From an optimization exercise on the open Yosys and OpenROAD flow, aimed at small area, a short achievable clock period and few clock cycles per item; shortcuts taken in it are not production practice.
In this exercise RTL edits were held to simulation tests only and were not proved equivalent to the original.
Power is estimated from default activity; no workload was simulated.

Setup of old:
==> flow/design.v (excerpt) <==
module deque_with_max_priority_removal_core (
	input  logic        clk,
	input  logic        arst_n,
	input  logic        cmd_valid,
	output logic        cmd_ready,
	input  logic [2:0]  cmd_command,
	input  logic [31:0] cmd_entry_value,
	input  logic [31:0] cmd_entry_priority,
	output logic        rsp_valid,
	input  logic        rsp_ready,
	output logic [31:0] rsp_removed_value,
	output logic [1:0]  rsp_status,
	output logic [4:0]  rsp_occupancy
);
For scale: about 4400 cells after synthesis, ~58000 sq um of cells after synthesis.
export LEC_CHECK = 0
export CAP_MARGIN = 20
export CELL_PAD_IN_SITES_DETAIL_PLACEMENT = 1
export CELL_PAD_IN_SITES_GLOBAL_PLACEMENT = 2
export CORE_MARGIN = 2
export CORE_UTILIZATION = 35
export SETUP_SLACK_MARGIN = 1.5
export SLEW_MARGIN = 20
export TNS_END_PERCENT = 5
create_clock -name core_clock -period 5.5 [get_ports {clk}]
run.sh (not shown) runs the stock make flow with config.mk's settings and CLKGATE_MAP_FILE= SYNTH_SCRIPT=/design/flow/synth_recipe.tcl, a recipe that flattens the netlist after the stock synthesis.
old did not stop at any stage, and its layout met the timing, design-rule and antenna checks.
Testbench counts of old, summed over its fixed seeds: cycles 16,008, items 16,000.
Setup changes, old to new
- SETUP_SLACK_MARGIN now 2.5, was 1.5
==> comparison <==
Comparing old with new, the final worst hold slack came out essentially unchanged.
Comparing total power divided by cell area for new and old, the smaller number came from new.
The standard cells in new occupy more silicon area than those in old do.
For old, the top metal layer carrying routed signals was met5, unlike new, where it was met4.
On sequential power, new and old are basically level.
Final cell count, new vs old: up slightly
When new is measured against old, its remaining max-slew budget at the tightest pin turns out 8.0 points lower.
As far as synthesized area goes, new and old are indistinguishable; the numbers are identical.
On sequential share of layout area, the higher figure sits with old, not new.
Against old, new comes in 1.5 points higher on global-route met1 utilization.
Cell count after placement: new vs old — no meaningful difference
Re number of antenna violations at the first check in global routing: new is 5 down on old.

deque_with_max_priority_removal_core, a different RTL version from the one above (not shown whole).
Size in the first run: ~4,200 cells after synthesis, roughly 1,300 flip-flops, ~110 I/O pins, ~58,000 um^2 of cells after synthesis.
export LEC_CHECK = 0
export CAP_MARGIN = 20
export CELL_PAD_IN_SITES_DETAIL_PLACEMENT = 1
export CELL_PAD_IN_SITES_GLOBAL_PLACEMENT = 2
export CORE_MARGIN = 2
export CORE_UTILIZATION = 45
export CTS_CLUSTER_DIAMETER = 100
export CTS_CLUSTER_SIZE = 20
export SETUP_SLACK_MARGIN = 2.5
export SLEW_MARGIN = 20
create_clock -name core_clock -period 5.5 [get_ports {clk}]
The first run ran to the end with no violations.
Testbench counts at the start, summed over its fixed seeds: cycles 16,016, items 16,000.
Rerun with:
Settings changed: CORE_UTILIZATION 45 to 35.
After rerunning:
- The changed run finished clean
- combinational power went up by about 3%
- total power went up by 1.2%
- worst hold slack barely changes
- setup slack is better by 37 ps
- die area went up by 28%
- clock power went up by about 3%
- maximum frequency went up by 1.2%
- synthesized cell count is unchanged
- sequential power barely changes
- count of clock-buffer cells in the layout went down by 1
Rerun with:
Settings changed: GPL_TIMING_DRIVEN set to 0.
- count of clock-buffer cells in the layout climbs by 11
- wire length climbs by 17%
- final area climbs by 3.9%
- setup slack got worse by 70 ps
- via count climbs by 5.1%
- fmax drops by 2.2%

Starting RTL as in the previous note.
clock: 5.5 ns
lec_check: 0
cap_margin: 20
cell_pad_in_sites_detail_placement: 1
cell_pad_in_sites_global_placement: 2
core_margin: 2
core_utilization: 45
cts_cluster_diameter: 100
cts_cluster_size: 20
setup_slack_margin: 2.5
slew_margin: 20
tns_end_percent: 50
Testbench counts at the start, summed over its fixed seeds: cycles 16,016, items 16,000.
==> next run, changes <==
- CORE_UTILIZATION: 45 -> 35
- CTS_CLUSTER_DIAMETER: 100 -> unset
- CTS_CLUSTER_SIZE: 20 -> unset
- TNS_END_PERCENT: 50 -> unset
After rerunning: The changed run produced a clean layout; final area increases by about 4.7%; clock-buffer cell count grows by 102; utilization fell by 10 points; maximum frequency rises by about 2.8%; first-iteration DRC count went down by 7.0%.

The RTL this note starts from:
==> flow/design.v <==
module dqp_cell #(
	parameter int DATA_W = 32
) (
	input  logic              clk,
	input  logic              we,           
	input  logic              front,        
	input  logic [DATA_W-1:0] new_val,
	input  logic [DATA_W-1:0] new_pri,
	output logic [DATA_W-1:0] val,
	output logic              new_beats     
);
	logic [DATA_W-1:0] val_q;
	logic [DATA_W-1:0] pri_q;
	always_ff @(posedge clk) begin
		if (we) begin
			val_q <= new_val;
			pri_q <= new_pri;
		end
	end
	logic [DATA_W-1:0] a, b;
	assign a = {~new_pri[DATA_W-1], new_pri[DATA_W-2:0]};
	assign b = {~pri_q[DATA_W-1], pri_q[DATA_W-2:0]};
	localparam int LV = 5;    
	logic [LV:0][DATA_W-1:0] gg, pp;
	always_comb begin
		gg[0] = a & ~b;
		pp[0] = a | ~b;
		for (int l = 0; l < LV; l++) begin
			for (int i = 0; i < DATA_W; i++) begin
				if ((i >> l) % 2 == 1) begin
					gg[l+1][i] = gg[l][i] | (pp[l][i] & gg[l][i - (1 << l)]);
					pp[l+1][i] = pp[l][i] & pp[l][i - (1 << l)];
				end else begin
					gg[l+1][i] = gg[l][i];
					pp[l+1][i] = pp[l][i];
				end
			end
		end
	end
	assign new_beats = gg[LV][DATA_W-1] | (pp[LV][DATA_W-1] & front);
	assign val       = val_q;
endmodule
module deque_with_max_priority_removal_core (
	input  logic        clk,
	input  logic        arst_n,
	input  logic        cmd_valid,
	output logic        cmd_ready,
	input  logic [2:0]  cmd_command,
	input  logic [31:0] cmd_entry_value,
	input  logic [31:0] cmd_entry_priority,
	output logic        rsp_valid,
	input  logic        rsp_ready,
	output logic [31:0] rsp_removed_value,
	output logic [1:0]  rsp_status,
	output logic [4:0]  rsp_occupancy
);
	localparam int DEPTH  = 16;
	localparam int CNT_W  = 5;
	localparam int DATA_W = 32;
	localparam logic [2:0] CMD_PUSH_FRONT = 3'd0;
	localparam logic [2:0] CMD_PUSH_REAR  = 3'd1;
	localparam logic [2:0] CMD_POP_FRONT  = 3'd2;
	localparam logic [2:0] CMD_POP_REAR   = 3'd3;
	localparam logic [2:0] CMD_POP_MAX    = 3'd4;
	localparam logic [1:0] ST_DONE  = 2'd0;
	localparam logic [1:0] ST_EMPTY = 2'd1;
	localparam logic [1:0] ST_FULL  = 2'd2;
	logic              rsp_valid_q;
	logic              s1_valid_q;
	logic              s1_move;
	logic              cmd_fire;
	assign s1_move   = s1_valid_q && (!rsp_valid_q || rsp_ready);
	assign cmd_ready = !s1_valid_q || !rsp_valid_q || rsp_ready;
	assign cmd_fire  = cmd_valid && cmd_ready;
	logic [DEPTH-1:0]             valid_q;
	logic [CNT_W-1:0]             count_q;
	logic [DEPTH-1:0][DATA_W-1:0] slot_val;
	logic [DEPTH-1:0]             new_beats;
	logic [DEPTH-1:0]             slot_we;
	logic [DEPTH-1:0][DEPTH-1:0]  before_q;    
	logic [DEPTH-1:0][DEPTH-1:0]  beats_q;     
	logic is_push, is_pop, is_front;
	logic full, empty;
	logic push_ok, pop_ok;
	logic [DEPTH-1:0] free_oh;
	logic [DEPTH-1:0] sel_front, sel_rear, sel_max, sel;
	assign is_push  = (cmd_command == CMD_PUSH_FRONT) || (cmd_command == CMD_PUSH_REAR);
	assign is_pop   = (cmd_command == CMD_POP_FRONT) || (cmd_command == CMD_POP_REAR) ||
	                  (cmd_command == CMD_POP_MAX);
	assign is_front = !cmd_command[0];
	assign full     = &valid_q;
	assign empty    = ~|valid_q;
	assign push_ok  = cmd_fire && is_push && !full;
	assign pop_ok   = cmd_fire && is_pop && !empty;
	assign free_oh = ~valid_q & (valid_q + DEPTH'(1));
	assign slot_we = push_ok ? free_oh : '0;
	genvar g;
	generate
		for (g = 0; g < DEPTH; g++) begin : g_slot
			dqp_cell #(.DATA_W(DATA_W)) u_cell (
				.clk       (clk),
				.we        (slot_we[g]),
				.front     (is_front),
				.new_val   (cmd_entry_value),
				.new_pri   (cmd_entry_priority),
				.val       (slot_val[g]),
				.new_beats (new_beats[g])
			);
		end
	endgenerate
	always_comb begin
		for (int a = 0; a < DEPTH; a++) begin
			sel_front[a] = valid_q[a];
			sel_rear[a]  = valid_q[a];
			sel_max[a]   = valid_q[a];
			for (int b = 0; b < DEPTH; b++) begin
				if (b < a) begin
					sel_front[a] &= !valid_q[b] || !before_q[b][a];
					sel_rear[a]  &= !valid_q[b] ||  before_q[b][a];
					sel_max[a]   &= !valid_q[b] || !beats_q[b][a];
				end else if (b > a) begin
					sel_front[a] &= !valid_q[b] ||  before_q[a][b];
					sel_rear[a]  &= !valid_q[b] || !before_q[a][b];
					sel_max[a]   &= !valid_q[b] ||  beats_q[a][b];
				end
			end
		end
	end
	always_comb begin
		case (cmd_command)
			CMD_POP_FRONT: sel = sel_front;
			CMD_POP_REAR:  sel = sel_rear;
			default:       sel = sel_max;
		endcase
	end
	always_ff @(posedge clk or negedge arst_n) begin
		if (!arst_n) begin
			valid_q <= '0;
			count_q <= '0;
		end else begin
			if (push_ok) begin
				valid_q <= valid_q | free_oh;
				count_q <= count_q + CNT_W'(1);
			end else if (pop_ok) begin
				valid_q <= valid_q & ~sel;
				count_q <= count_q - CNT_W'(1);
			end
		end
	end
	logic [DEPTH-1:0] beat_lo, beat_hi;
	assign beat_lo = slot_we | ~new_beats;
	assign beat_hi = slot_we |  new_beats;
	always_ff @(posedge clk) begin
		for (int a = 0; a < DEPTH; a++) begin
			for (int b = a + 1; b < DEPTH; b++) begin
				if (slot_we[a] || slot_we[b]) begin
					before_q[a][b] <= slot_we[a] ? is_front : !is_front;
					beats_q[a][b]  <= beat_lo[a] && beat_hi[b];
				end
			end
		end
	end
	logic [1:0]        status_d;
	logic [CNT_W-1:0]  occ_d;
	always_comb begin
		status_d = ST_DONE;
		if (is_push && full) status_d = ST_FULL;
		if (is_pop && empty) status_d = ST_EMPTY;
		occ_d = count_q;
		if (push_ok) occ_d = count_q + CNT_W'(1);
		if (pop_ok)  occ_d = count_q - CNT_W'(1);
	end
	logic [DEPTH-1:0]  s1_sel_q;      
	logic [1:0]        s1_status_q;
	logic [CNT_W-1:0]  s1_occ_q;
	always_ff @(posedge clk or negedge arst_n) begin
		if (!arst_n)       s1_valid_q <= 1'b0;
		else if (cmd_fire) s1_valid_q <= 1'b1;
		else if (s1_move)  s1_valid_q <= 1'b0;
	end
	always_ff @(posedge clk) begin
		if (cmd_fire) begin
			s1_sel_q    <= pop_ok ? sel : '0;
			s1_status_q <= status_d;
			s1_occ_q    <= occ_d;
		end
	end
	logic [DATA_W-1:0] removed_d;
	logic [DATA_W-1:0] rsp_val_q;
	logic [1:0]        rsp_status_q;
	logic [CNT_W-1:0]  rsp_occ_q;
	always_comb begin
		removed_d = '0;
		for (int a = 0; a < DEPTH; a++) begin
			removed_d |= slot_val[a] & {DATA_W{s1_sel_q[a]}};
		end
	end
	always_ff @(posedge clk or negedge arst_n) begin
		if (!arst_n)        rsp_valid_q <= 1'b0;
		else if (s1_move)   rsp_valid_q <= 1'b1;
		else if (rsp_ready) rsp_valid_q <= 1'b0;
	end
	always_ff @(posedge clk) begin
		if (s1_move) begin
			rsp_val_q    <= removed_d;
			rsp_status_q <= s1_status_q;
			rsp_occ_q    <= s1_occ_q;
		end
	end
	assign rsp_valid         = rsp_valid_q;
	assign rsp_removed_value = rsp_val_q;
	assign rsp_status        = rsp_status_q;
	assign rsp_occupancy     = rsp_occ_q;
endmodule
clock: 5.5 ns
lec_check: 0
cap_margin: 20
cell_pad_in_sites_detail_placement: 1
cell_pad_in_sites_global_placement: 2
core_margin: 2
core_utilization: 40
cts_cluster_diameter: 100
cts_cluster_size: 20
setup_slack_margin: 2.7
slew_margin: 20
The baseline completed without violations.
Testbench counts at the start, summed over its fixed seeds: cycles 16,016, items 16,000.
==> next run, changes <==
SETUP_SLACK_MARGIN = 2.3   (was 2.7)
After rerunning:
- The changed run ran to the end with no violations
- via count went down by about 2.5%
- worst hold slack gets worse by 3.3 ps
- non-clock buffer count is lower by 165
- die area stays the same
- sequential share of layout area went up by 3.9 points
- final area goes down by about 6.6%
- utilization went down by 3.3 points
- area after synthesis stays the same
- worst setup slack is worse by 320 ps
==> next run, changes <==
CORE_UTILIZATION = 35   (was 40)
SETUP_SLACK_MARGIN = 2.5   (was 2.3)
TNS_END_PERCENT = 30   (was not set)
After rerunning: Core utilization shrinks by 4.9 points. Sequential cell count stays the same. Global-route usage shrinks by 4.6 points. Worst hold slack barely changes. Non-clock buffer count grows by 64. Combinational power grows by about 5%. Final cell count grows by 5.4%. Power hardly moves. Cell area grows by 2.6%.
==> next run, changes <==
TNS_END_PERCENT = 50   (was 30)
The new run ran to the end with no violations.
Setup slack is better by 75 ps.
Flip-flop and latch count is unchanged.
Critical path depth came out higher by 8.
Combinational power went down by about 2%.
Final cell count decreases by about 0.6%.
Clock-buffer cell count went down by 2.
Area after synthesis does not change.
Synthesized cell count does not change.
First-iteration DRC count rises by about 2%.
Non-clock buffer count decreases by 37.
Wire length came out higher by about 0.44%.

Another version of the RTL of deque_with_max_priority_removal_core (not shown whole).
Size in the first run: about 4100 cells after synthesis.
clock: 5.5 ns
lec_check: 0
cap_margin: 20
cell_pad_in_sites_detail_placement: 1
cell_pad_in_sites_global_placement: 2
core_margin: 2
core_utilization: 35
setup_slack_margin: 2.5
slew_margin: 20
The baseline completed without violations.
Testbench counts at the start, summed over its fixed seeds: cycles 16,016, items 16,000.
Edit:
--- a/flow/config.mk
+++ b/flow/config.mk
@@ -12,2 +12,4 @@
 export CORE_UTILIZATION = 35
+export CTS_CLUSTER_DIAMETER = 100
+export CTS_CLUSTER_SIZE = 20
 export SETUP_SLACK_MARGIN = 2.5
Worst hold slack is better by 0.0058 ns. Synthesized cell count stays the same. Non-clock buffer count came out higher by 39. Total power decreases by 16%. Final area falls by 3.0%. Die area stays the same.

-- separate check: timing with driven ports --
In the flow no input, the clock included, has a driving cell. The finished layouts below were timed again as built, in two steps.
Step 1, drivers: a clkbuf_16 drives clk and a buf_2 each remaining input, both assumed.
Step 2 times the ports against the registers' clock, not the clock port: input delays grow and output delays shrink by t, the midpoint of the rising clock arrivals with the driver on.
Slacks: no drivers / after step 1 / after step 2; pairs: no drivers / after step 1.
run | t, ns | setup slack, ns | worst setup path at the end | latest minus earliest clock arrival (ns)
old | 0.846 | 1.099 / 1.099 / 0.423 | input to register | 0.032 / 0.032
new | 0.877 | 1.111 / 1.111 / 0.598 | input to register | 0.042 / 0.043
the first run of note 2 | 0.796 | 2.390 / 2.418 / 1.622 | input to register | 0.034 / 0.034
the second run of note 2 | 0.794 | 2.427 / 2.458 / 1.664 | input to register | 0.065 / 0.065
the third run of note 2 | 0.821 | 2.357 / 2.357 / 1.570 | input to register | 0.041 / 0.041
the first run of note 3 | 0.794 | 2.366 / 2.366 / 1.638 | input to register | 0.037 / 0.037
the second run of note 3 | 0.879 | 2.451 / 2.451 / 1.650 | input to register | 0.063 / 0.062
the first run of note 4 | 0.801 | 2.472 / 2.498 / 1.697 | input to register | 0.036 / 0.035
the second run of note 4 | 0.792 | 2.147 / 2.147 / 1.594 | input to register | 0.043 / 0.043
the third run of note 4 | 0.800 | 2.360 / 2.353 / 1.672 | input to register | 0.049 / 0.049
the fourth run of note 4 | 0.817 | 2.435 / 2.459 / 1.645 | input to register | 0.062 / 0.061
the first run of note 5 | 0.841 | 2.262 / 2.289 / 1.447 | input to register | 0.053 / 0.053
the second run of note 5 | 0.788 | 2.214 / 2.240 / 1.452 | input to register | 0.037 / 0.037
After both steps setup and hold are still met in every run listed. The setup slack of the first run of note 5, which loses most, moves by +0.027 ns with the drivers and by -0.815 ns with both steps.
